From an optimization exercise on the open Yosys and OpenROAD flow, aimed at a short achievable clock period; shortcuts taken in it are not production practice.
Only simulation tests tie the RTL to the original design; equivalence was not proved.
No activity file was given, so power comes from the tool's default toggle rates.

### design/flow/config.mk
export PLATFORM = sky130hd
export DESIGN_NAME = arm_lite_core
export DESIGN_NICKNAME = arm_lite_core
export VERILOG_FILES = /design/flow/design.v
export SDC_FILE = /design/flow/constraint.sdc
export NUM_CORES = 4
export LEC_CHECK = 0
export ABC_CLOCK_PERIOD_IN_PS = 6000
export CAP_MARGIN = 20
export CORE_MARGIN = 2
export CORE_UTILIZATION = 40
export SETUP_SLACK_MARGIN = 1.5
export SLEW_MARGIN = 20
export TNS_END_PERCENT = 5
### design/flow/constraint.sdc
create_clock -name core_clock -period 8.0 [get_ports {clk}]
set_input_delay 1.6000 -clock core_clock [delete_from_list [all_inputs] [get_ports {clk}]]
set_output_delay 1.6000 -clock core_clock [all_outputs]
set_load 0.01 [all_outputs]
### design/flow/design.v
package arm_lite_pkg;
    localparam int XLEN       = 32;
    localparam int REG_ADDR_W = 4;
    localparam int NUM_REGS   = 16;
    localparam int COND_LSB      = 28;
    localparam int TYPE_LSB      = 26;   
    localparam int IMM_BIT       = 25;
    localparam int OPC_LSB       = 21;
    localparam int S_BIT         = 20;
    localparam int RN_LSB        = 16;
    localparam int RD_LSB        = 12;
    localparam int ROT_LSB       = 8;    
    localparam int IMM8_LSB      = 0;
    localparam int SHAMT_LSB     = 7;    
    localparam int SHIFT_LSB     = 5;
    localparam int REG_SHIFT_BIT = 4;    
    localparam int RM_LSB        = 0;
    localparam logic [3:0] COND_EQ = 4'd0;
    localparam logic [3:0] COND_NE = 4'd1;
    localparam logic [3:0] COND_CS = 4'd2;
    localparam logic [3:0] COND_CC = 4'd3;
    localparam logic [3:0] COND_MI = 4'd4;
    localparam logic [3:0] COND_PL = 4'd5;
    localparam logic [3:0] COND_VS = 4'd6;
    localparam logic [3:0] COND_VC = 4'd7;
    localparam logic [3:0] COND_HI = 4'd8;
    localparam logic [3:0] COND_LS = 4'd9;
    localparam logic [3:0] COND_GE = 4'd10;
    localparam logic [3:0] COND_LT = 4'd11;
    localparam logic [3:0] COND_GT = 4'd12;
    localparam logic [3:0] COND_LE = 4'd13;
    localparam logic [3:0] COND_AL = 4'd14;
    localparam logic [3:0] COND_NV = 4'd15;
    localparam logic [3:0] OP_AND = 4'b0000;
    localparam logic [3:0] OP_EOR = 4'b0001;
    localparam logic [3:0] OP_SUB = 4'b0010;
    localparam logic [3:0] OP_ADD = 4'b0100;
    localparam logic [3:0] OP_TST = 4'b1000;
    localparam logic [3:0] OP_CMP = 4'b1010;
    localparam logic [3:0] OP_ORR = 4'b1100;
    localparam logic [3:0] OP_MOV = 4'b1101;
    localparam logic [3:0] OP_MVN = 4'b1111;
    localparam logic [2:0] ALU_PASS_B = 3'd0;
    localparam logic [2:0] ALU_NOT_B  = 3'd1;
    localparam logic [2:0] ALU_ADD    = 3'd2;
    localparam logic [2:0] ALU_SUB    = 3'd3;
    localparam logic [2:0] ALU_AND    = 3'd4;
    localparam logic [2:0] ALU_ORR    = 3'd5;
    localparam logic [2:0] ALU_EOR    = 3'd6;
    localparam logic [1:0] SH_LSL = 2'd0;
    localparam logic [1:0] SH_LSR = 2'd1;
    localparam logic [1:0] SH_ASR = 2'd2;
    localparam logic [1:0] SH_ROR = 2'd3;
endpackage
`timescale 1ns/1ps
module ins_decoder (
    input  logic        clk,
    input  logic        i_reset_n,
    input  logic        i_ins_valid,
    input  logic [31:0] i_ins,
    output logic        o_valid,       
    output logic [3:0]  o_cond,
    output logic [2:0]  o_alu_op,
    output logic        o_wb_en,       
    output logic        o_set_flags,
    output logic [3:0]  o_rd,
    output logic [3:0]  o_rn,
    output logic        o_is_imm,
    output logic [7:0]  o_imm8,
    output logic [3:0]  o_rot4,        
    output logic [1:0]  o_sh,
    output logic [4:0]  o_shamt5,      
    output logic [3:0]  o_rm
);
    logic [3:0] opc;
    logic [2:0] alu_op;
    logic       is_dp;        
    logic       known_op;
    logic       is_compare;   
    assign opc   = i_ins[arm_lite_pkg::OPC_LSB +: 4];
    assign is_dp = (i_ins[arm_lite_pkg::TYPE_LSB +: 2] == 2'b00) &&
                   (i_ins[arm_lite_pkg::IMM_BIT] || !i_ins[arm_lite_pkg::REG_SHIFT_BIT]);
    always_comb begin
        known_op   = 1'b1;
        is_compare = 1'b0;
        alu_op     = arm_lite_pkg::ALU_PASS_B;
        case (opc)
            arm_lite_pkg::OP_MOV: alu_op = arm_lite_pkg::ALU_PASS_B;
            arm_lite_pkg::OP_MVN: alu_op = arm_lite_pkg::ALU_NOT_B;
            arm_lite_pkg::OP_ADD: alu_op = arm_lite_pkg::ALU_ADD;
            arm_lite_pkg::OP_SUB: alu_op = arm_lite_pkg::ALU_SUB;
            arm_lite_pkg::OP_AND: alu_op = arm_lite_pkg::ALU_AND;
            arm_lite_pkg::OP_ORR: alu_op = arm_lite_pkg::ALU_ORR;
            arm_lite_pkg::OP_EOR: alu_op = arm_lite_pkg::ALU_EOR;
            arm_lite_pkg::OP_CMP: begin
                alu_op     = arm_lite_pkg::ALU_SUB;
                is_compare = 1'b1;
            end
            arm_lite_pkg::OP_TST: begin
                alu_op     = arm_lite_pkg::ALU_AND;
                is_compare = 1'b1;
            end
            default: known_op = 1'b0;   
        endcase
    end
    always_ff @(posedge clk) begin
        if (!i_reset_n) begin
            o_valid <= 1'b0;
        end else begin
            o_valid <= i_ins_valid;
        end
    end
    always_ff @(posedge clk) begin
        if (i_ins_valid) begin
            o_cond      <= i_ins[arm_lite_pkg::COND_LSB +: 4];
            o_alu_op    <= alu_op;
            o_wb_en     <= is_dp && known_op && !is_compare;
            o_set_flags <= is_dp && known_op && (i_ins[arm_lite_pkg::S_BIT] || is_compare);
            o_rd        <= i_ins[arm_lite_pkg::RD_LSB +: 4];
            o_rn        <= i_ins[arm_lite_pkg::RN_LSB +: 4];
            o_is_imm    <= i_ins[arm_lite_pkg::IMM_BIT];
            o_imm8      <= i_ins[arm_lite_pkg::IMM8_LSB +: 8];
            o_rot4      <= i_ins[arm_lite_pkg::ROT_LSB +: 4];
            o_sh        <= i_ins[arm_lite_pkg::SHIFT_LSB +: 2];
            o_shamt5    <= i_ins[arm_lite_pkg::SHAMT_LSB +: 5];
            o_rm        <= i_ins[arm_lite_pkg::RM_LSB +: 4];
        end
    end
endmodule
`timescale 1ns/1ps
module reg_bank (
    input  logic        clk,
    input  logic        i_reset_n,
    input  logic [3:0]  i_rd_addr_a,   
    output logic [31:0] o_rd_data_a,
    input  logic [3:0]  i_rd_addr_b,   
    output logic [31:0] o_rd_data_b,
    input  logic        i_wr_en,
    input  logic [3:0]  i_wr_addr,
    input  logic [31:0] i_wr_data
);
    logic [31:0] regs [0:15];
    assign o_rd_data_a = regs[i_rd_addr_a];
    assign o_rd_data_b = regs[i_rd_addr_b];
    always_ff @(posedge clk) begin
        if (!i_reset_n) begin
            for (int i = 0; i < 16; i++) begin
                regs[i] <= '0;
            end
        end else if (i_wr_en) begin
            regs[i_wr_addr] <= i_wr_data;
        end
    end
endmodule
`timescale 1ns/1ps
module operand2_shifter (
    input  logic        i_is_imm,
    input  logic [7:0]  i_imm8,
    input  logic [3:0]  i_rot4,     
    input  logic [1:0]  i_sh,
    input  logic [4:0]  i_shamt5,   
    input  logic [31:0] i_rm_val,
    output logic [31:0] o_value
);
    logic [31:0] imm_value;
    logic [31:0] reg_value;
    logic [63:0] imm_doubled;
    logic [63:0] rm_doubled;
    assign imm_doubled = {24'd0, i_imm8, 24'd0, i_imm8} >> {i_rot4, 1'b0};
    assign imm_value   = imm_doubled[31:0];
    assign rm_doubled  = {i_rm_val, i_rm_val} >> i_shamt5;
    always_comb begin
        reg_value = i_rm_val;
        case (i_sh)
            arm_lite_pkg::SH_LSL: reg_value = i_rm_val << i_shamt5;
            arm_lite_pkg::SH_LSR: reg_value = i_rm_val >> i_shamt5;
            arm_lite_pkg::SH_ASR: reg_value = $unsigned($signed(i_rm_val) >>> i_shamt5);
            arm_lite_pkg::SH_ROR: reg_value = rm_doubled[31:0];
            default: reg_value = i_rm_val;
        endcase
    end
    assign o_value = i_is_imm ? imm_value : reg_value;
endmodule
`timescale 1ns/1ps
module execute_stage (
    input  logic        clk,
    input  logic        i_reset_n,
    input  logic        i_valid,
    input  logic [3:0]  i_cond,
    input  logic [2:0]  i_alu_op,
    input  logic        i_wb_en,
    input  logic        i_set_flags,
    input  logic [3:0]  i_rd,
    input  logic [3:0]  i_rn,
    input  logic        i_is_imm,
    input  logic [7:0]  i_imm8,
    input  logic [3:0]  i_rot4,
    input  logic [1:0]  i_sh,
    input  logic [4:0]  i_shamt5,
    input  logic [3:0]  i_rm,
    output logic [3:0]  o_rd_addr_a,
    input  logic [31:0] i_rd_data_a,
    output logic [3:0]  o_rd_addr_b,
    input  logic [31:0] i_rd_data_b,
    output logic        o_wr_en,
    output logic [3:0]  o_wr_addr,
    output logic [31:0] o_wr_data,
    output logic        o_wb_valid,
    output logic        o_wb_en,
    output logic [3:0]  o_wb_addr,
    output logic [31:0] o_wb_data,
    output logic [3:0]  o_nzcv
);
    logic [3:0]  flags_q;
    logic [3:0]  flags_d;
    logic [31:0] op_a;
    logic [31:0] op_b;
    logic [31:0] alu_res;
    logic        carry;
    logic        ovf;
    logic        cond_ok;
    logic        do_exec;   
    logic        wr_en;
    logic        fn;
    logic        fz;
    logic        fc;
    logic        fv;
    assign {fn, fz, fc, fv} = flags_q;
    always_comb begin
        case (i_cond)
            arm_lite_pkg::COND_EQ: cond_ok = fz;
            arm_lite_pkg::COND_NE: cond_ok = !fz;
            arm_lite_pkg::COND_CS: cond_ok = fc;
            arm_lite_pkg::COND_CC: cond_ok = !fc;
            arm_lite_pkg::COND_MI: cond_ok = fn;
            arm_lite_pkg::COND_PL: cond_ok = !fn;
            arm_lite_pkg::COND_VS: cond_ok = fv;
            arm_lite_pkg::COND_VC: cond_ok = !fv;
            arm_lite_pkg::COND_HI: cond_ok = fc && !fz;
            arm_lite_pkg::COND_LS: cond_ok = !fc || fz;
            arm_lite_pkg::COND_GE: cond_ok = fn == fv;
            arm_lite_pkg::COND_LT: cond_ok = fn != fv;
            arm_lite_pkg::COND_GT: cond_ok = !fz && (fn == fv);
            arm_lite_pkg::COND_LE: cond_ok = fz || (fn != fv);
            arm_lite_pkg::COND_AL: cond_ok = 1'b1;
            default:               cond_ok = 1'b0;   
        endcase
    end
    assign o_rd_addr_a = i_rn;
    assign o_rd_addr_b = i_rm;
    assign op_a        = i_rd_data_a;
    operand2_shifter u_operand2_shifter (
        .i_is_imm (i_is_imm),
        .i_imm8   (i_imm8),
        .i_rot4   (i_rot4),
        .i_sh     (i_sh),
        .i_shamt5 (i_shamt5),
        .i_rm_val (i_rd_data_b),
        .o_value  (op_b)
    );
    always_comb begin
        carry   = flags_q[1];   
        ovf     = flags_q[0];
        alu_res = op_b;
        case (i_alu_op)
            arm_lite_pkg::ALU_PASS_B: alu_res = op_b;
            arm_lite_pkg::ALU_NOT_B:  alu_res = ~op_b;
            arm_lite_pkg::ALU_ADD: begin
                {carry, alu_res} = {1'b0, op_a} + {1'b0, op_b};
                ovf = (op_a[31] == op_b[31]) && (alu_res[31] != op_a[31]);
            end
            arm_lite_pkg::ALU_SUB: begin
                {carry, alu_res} = {1'b0, op_a} + {1'b0, ~op_b} + 33'd1;
                ovf = (op_a[31] != op_b[31]) && (alu_res[31] != op_a[31]);
            end
            arm_lite_pkg::ALU_AND: alu_res = op_a & op_b;
            arm_lite_pkg::ALU_ORR: alu_res = op_a | op_b;
            arm_lite_pkg::ALU_EOR: alu_res = op_a ^ op_b;
            default: alu_res = op_b;
        endcase
    end
    assign flags_d = {alu_res[31], alu_res == 32'd0, carry, ovf};
    assign do_exec = i_valid && cond_ok;
    assign wr_en   = do_exec && i_wb_en;
    assign o_wr_en   = wr_en;
    assign o_wr_addr = i_rd;
    assign o_wr_data = alu_res;
    always_ff @(posedge clk) begin
        if (!i_reset_n) begin
            flags_q    <= 4'd0;
            o_wb_valid <= 1'b0;
            o_wb_en    <= 1'b0;
        end else begin
            o_wb_valid <= i_valid;   
            o_wb_en    <= wr_en;
            if (do_exec && i_set_flags) begin
                flags_q <= flags_d;
            end
        end
    end
    always_ff @(posedge clk) begin
        if (i_valid) begin
            o_wb_addr <= i_rd;
            o_wb_data <= alu_res;
        end
    end
    assign o_nzcv = flags_q;
endmodule
`timescale 1ns/1ps
module arm_lite_core (
    input  logic        clk,
    input  logic        i_reset_n,
    input  logic        i_ins_valid,
    input  logic [31:0] i_ins,
    output logic        o_wb_valid,
    output logic        o_wb_en,
    output logic [3:0]  o_wb_addr,
    output logic [31:0] o_wb_data,
    output logic [3:0]  o_nzcv
);
    logic        dec_valid;
    logic [3:0]  dec_cond;
    logic [2:0]  dec_alu_op;
    logic        dec_wb_en;
    logic        dec_set_flags;
    logic [3:0]  dec_rd;
    logic [3:0]  dec_rn;
    logic        dec_is_imm;
    logic [7:0]  dec_imm8;
    logic [3:0]  dec_rot4;
    logic [1:0]  dec_sh;
    logic [4:0]  dec_shamt5;
    logic [3:0]  dec_rm;
    logic [3:0]  rf_rd_addr_a;
    logic [31:0] rf_rd_data_a;
    logic [3:0]  rf_rd_addr_b;
    logic [31:0] rf_rd_data_b;
    logic        rf_wr_en;
    logic [3:0]  rf_wr_addr;
    logic [31:0] rf_wr_data;
    ins_decoder u_ins_decoder (
        .clk          (clk),
        .i_reset_n    (i_reset_n),
        .i_ins_valid  (i_ins_valid),
        .i_ins        (i_ins),
        .o_valid      (dec_valid),
        .o_cond       (dec_cond),
        .o_alu_op     (dec_alu_op),
        .o_wb_en      (dec_wb_en),
        .o_set_flags  (dec_set_flags),
        .o_rd         (dec_rd),
        .o_rn         (dec_rn),
        .o_is_imm     (dec_is_imm),
        .o_imm8       (dec_imm8),
        .o_rot4       (dec_rot4),
        .o_sh         (dec_sh),
        .o_shamt5     (dec_shamt5),
        .o_rm         (dec_rm)
    );
    reg_bank u_reg_bank (
        .clk        (clk),
        .i_reset_n  (i_reset_n),
        .i_rd_addr_a(rf_rd_addr_a),
        .o_rd_data_a(rf_rd_data_a),
        .i_rd_addr_b(rf_rd_addr_b),
        .o_rd_data_b(rf_rd_data_b),
        .i_wr_en    (rf_wr_en),
        .i_wr_addr  (rf_wr_addr),
        .i_wr_data  (rf_wr_data)
    );
    execute_stage u_execute_stage (
        .clk          (clk),
        .i_reset_n    (i_reset_n),
        .i_valid      (dec_valid),
        .i_cond       (dec_cond),
        .i_alu_op     (dec_alu_op),
        .i_wb_en      (dec_wb_en),
        .i_set_flags  (dec_set_flags),
        .i_rd         (dec_rd),
        .i_rn         (dec_rn),
        .i_is_imm     (dec_is_imm),
        .i_imm8       (dec_imm8),
        .i_rot4       (dec_rot4),
        .i_sh         (dec_sh),
        .i_shamt5     (dec_shamt5),
        .i_rm         (dec_rm),
        .o_rd_addr_a  (rf_rd_addr_a),
        .i_rd_data_a  (rf_rd_data_a),
        .o_rd_addr_b  (rf_rd_addr_b),
        .i_rd_data_b  (rf_rd_data_b),
        .o_wr_en      (rf_wr_en),
        .o_wr_addr    (rf_wr_addr),
        .o_wr_data    (rf_wr_data),
        .o_wb_valid   (o_wb_valid),
        .o_wb_en      (o_wb_en),
        .o_wb_addr    (o_wb_addr),
        .o_wb_data    (o_wb_data),
        .o_nzcv       (o_nzcv)
    );
endmodule
### design/flow/run.sh
#!/bin/bash
# synth_recipe.tcl (not shown) runs the flow's synth.tcl, then flattens the netlist and writes it again
# the make line also repeats each setting of config.mk as NAME=value (left out here)
make -C /OpenROAD-flow-scripts/flow DESIGN_CONFIG=/design/flow/config.mk WORK_HOME=/design/flow/orfs CLKGATE_MAP_FILE= SYNTH_SCRIPT=/design/flow/synth_recipe.tcl finish
==> metrics.cfg <==
[status]
status = complete, no violations

[floorplanning]
start_util_pct = 40.2
die_w_um = 329
core.rowCount = 119
io_pins = 77
core_area_um2 = 105000
die_area_um2 = 108000
fp.dieH_um = 329

[clocking]
cts-root-buf = clkbuf_16
numCtsBuffers = 67
clockBufferDepth = 3
cts_sinks = 593
cts_tree = done
clkTransAtPathRegs_ns = 0.06
htreeDepth = 3
clock_latency_ns = 0.66

[worst_setup_path]
cp_num_buf_inv = 7
rr_worst_depth = 29
cp_max_fo = 8
cp_slowest_cell = mux4_2
reg2reg_to = u_reg_bank.regs[13][30]$_SDFFCE_PN0P_
crit_path_start_kind = register
crit_type = reg -> reg
crit_required_ns = 8.39
end_kind = register
max_stage_delay_ns = 0.49
arrival_ns = 7.69
crit_family = compound AO/OA/AOI/OAI gates
rrSetupSlack_ns = 0.70

[detailed_routing]
ant_nets = 0
avgRoutedWirePerCell_um = 37.3
routed_via_density = 6.76
dr.pass1.iters = 6
drc = 0
vias = 39500
drtIter0Drc = 5475
drt-total-wl_um = 218000

[synth]
synth_ff_type = edfxtp_1
synth_area_per_cell_um2 = 10.4
syn_inst = 4061
syn_area_um2 = 42200
synth_top_area_share_pct = 41.1
synthArstFlopShare_pct = 0
synth-edff-count = 578
synth_area_leaders = edfxtp_1 41%, mux4_2 13%, nor2_1 6.3%, mux2i_1 4.6%, ha_1 3.0%
ys_ff_latch = 593
syn_nets = 4198
ys_types = 108
yosysWarnings = 4
synth_top_cell_by_area = edfxtp_1
synth_seq_area_share_pct = 41.8

[timing]
timing.setup.tns_ns = 0
finClkSkew_ns = 0.0296
slew_headroom_pct = 21.8
finalSetupViolations = 0
fin_crit_ns = 7.30
rsz0062_at_grt = yes
max_freq_mhz = 137
hold_ws_ns = 0.477
worst_slew_pin_slew_ns = 1.16
maxSlewViolCount = 0
layout_setup_ws_ns = 0.700
fin_crit_sh_pct = 91.2
finalHoldViolations = 0

[cells_and_area]
n_fill_cell = 9549
drive_gt1_share_pct = 28.4
final_nets = 4533
syn_to_final_growth_pct = 22.9
postLayoutCoreUtil_pct = 49.5
fin_area_um2 = 51900
fin_cells = 5843

[pwr]
total_power_mw = 12.4
peakVddDrop_mv = 0.212
p_clk_share_pct = 25.4
p_seq_share_pct = 29.8
power_leakage_nw = 19.7
power_frac_comb_pct = 44.9
switching_share_pct = 39.8
power.internal_mw = 7.45
switchingPower_mw = 4.92
power_density_nw_per_um2 = 238

[grt]
grt_max_degree = 62
grt_pass1_vias = 37700
antenna_found_initial = 4
grt.overflow.total = 0
grt_pass1_wl_um = 299000
grt_use_total_pct = 39.4

[min_path]
hp-class = reg -> reg
hold_start = u_ins_decoder.o_rn[2]$_DFFE_PP_
whs_path_depth = 1

[place]
dp.cells = 5601
dp_hpwl_um = 155000
place_ws_ns = -0.649
place_area_um2 = 47000
gp_congestion = 1.08
numPortBuffers = 76

[flow_run]
drv_cap = 0

==> worst reg2reg max path, delay by kind of cell (launching register included) <==
family	cells	cell delay, ns
flip-flops	1	0.41
adder cells (fa/ha/maj)	1	0.20
buffers and inverters	7	1.11
AO/OA/AOI/OAI	10	2.79
AND/OR/NAND/NOR	7	1.54
multiplexers	4	1.01
==> per-layer routing <==
layer	vias to the layer above	track usage [%]	part of all wire, %
li1	16200	-	-
met1	20100	51.5	38
met2	2596	60.0	44
met3	577	9.39	11
met4	4	23.1	7.1
met5	-	0	0.036
==> Yosys cell counts (92+ instances only) <==
cell / n
a21oi_1: 160
a22oi_1: 92
clkbuf_1: 241
edfxtp_1: 578
ha_1: 100
inv_1: 139
mux2i_1: 196
mux4_2: 242
nand2_1: 280
nand3_1: 113
nor2_1: 704
o21ai_0: 118
==> layout by cell type, fill, tap and decap left out, types with 92 or more instances in the layout <==
master	count
nor2_1	690
edfxtp_1	578
buf_4	487
mux4_2	242
nand2_1	238
mux2i_1	186
a21oi_1	148
inv_1	127
nand3_1	106
o21ai_0	106
ha_1	92
==> final cells by class <==
type / instances / area, µm² / share of cell area (%)
tap: 1391 / 1740 / 3.35
multi-input combinational: 2964 / 24100 / 46.5
clock inverter: 33 / 367 / 0.706
timing repair buffer: 624 / 5610 / 10.8
inverter: 146 / 554 / 1.07
clock buffer: 88 / 1820 / 3.50
sequential: 593 / 17700 / 34.1
antenna: 4 / 10.0 / 0.0193
==> worst max-delay path by stage <==
stage | startpoint | endpoint | slack, ns | cells past startpoint
4_1_cts | register | u_execute_stage.flags_q[2]$_SDFFE_PN0P_ | 0.79 | 33
2_1_floorplan | register | u_execute_stage.flags_q[2]$_SDFFE_PN0P_ | 1.38 | 27
3_5_place_dp | register | u_execute_stage.flags_q[2]$_SDFFE_PN0P_ | -0.65 | 30
5_1_grt | register | u_execute_stage.flags_q[2]$_SDFFE_PN0P_ | 0.51 | 37
3_3_place_gp | register | u_execute_stage.flags_q[2]$_SDFFE_PN0P_ | -0.66 | 31
6_report | register | u_reg_bank.regs[13][30]$_SDFFCE_PN0P_ | 0.70 | 29
==> flip-flops by register name (all words and copies together), names as in the netlist, 4 cells and up, named ones only <==
signal	flops
u_execute_stage.o_wb_addr	4
u_ins_decoder.o_rn	4
u_execute_stage.flags_q	4
u_execute_stage.o_wb_data	32
u_ins_decoder.o_cond	4
u_ins_decoder.o_rd	4
u_ins_decoder.o_shamt5	4
u_reg_bank.regs	512
==> cell families after synthesis <==
| group | Yosys count | share of synthesized area (%) |
|---|---|---|
| xor+xnor | 25 | 0.518 |
| mux | 481 | 18.7 |
| buf+inv | 504 | 5.18 |
| simple gates | 1434 | 15.0 |
| compound gates | 922 | 15.7 |
| fa+ha+maj | 102 | 3.06 |
| flops | 593 | 41.8 |
==> power groups by stage <==
stage          Sequential [mW]  Combinational, mW  Clock, mW
2_1_floorplan             3.68               2.63          0
3_3_place_gp              3.74               4.81          0
3_5_place_dp              3.74               4.78          0
4_1_cts                   3.67               5.19       3.16
5_1_grt                   3.69               5.72       3.27
6_report                  3.68               5.55       3.14
==> timing repair <==
action / in CTS / in global routing
gates cloned: 6 / 3
pin swaps: 38 / 56
hold endpoints to repair: 0 / 0
endpoints found under the setup margin: 480 / 461
resized for setup: 241 / 93
setup buffers: 70 / 38
hold buffers: 0 / 0

separate check: timing with driven ports:
The flow's constraints put no driver on any port. The routed layout listed below was extracted and timed again, unchanged, in two steps.
Step 1, drivers: a clkbuf_16 drives clk and a buf_2 each remaining input, both assumed.
Step 2, shift: input delay + t, output delay - t, t = (earliest + latest rising clock arrival at the registers) / 2. This alone moves slack from input paths to output paths.
a / b / c = ideal / step 1 / step 2; a / b = the first two.
t (ns): 0.714
slack for setup (ns): 0.700 / 0.700 / 0.700
worst slew at a driven data input, ns: 0.06
After both steps this run still meets setup and hold. The setup slack of this run moves by 0.000 ns with the drivers and by 0.000 ns with both steps.
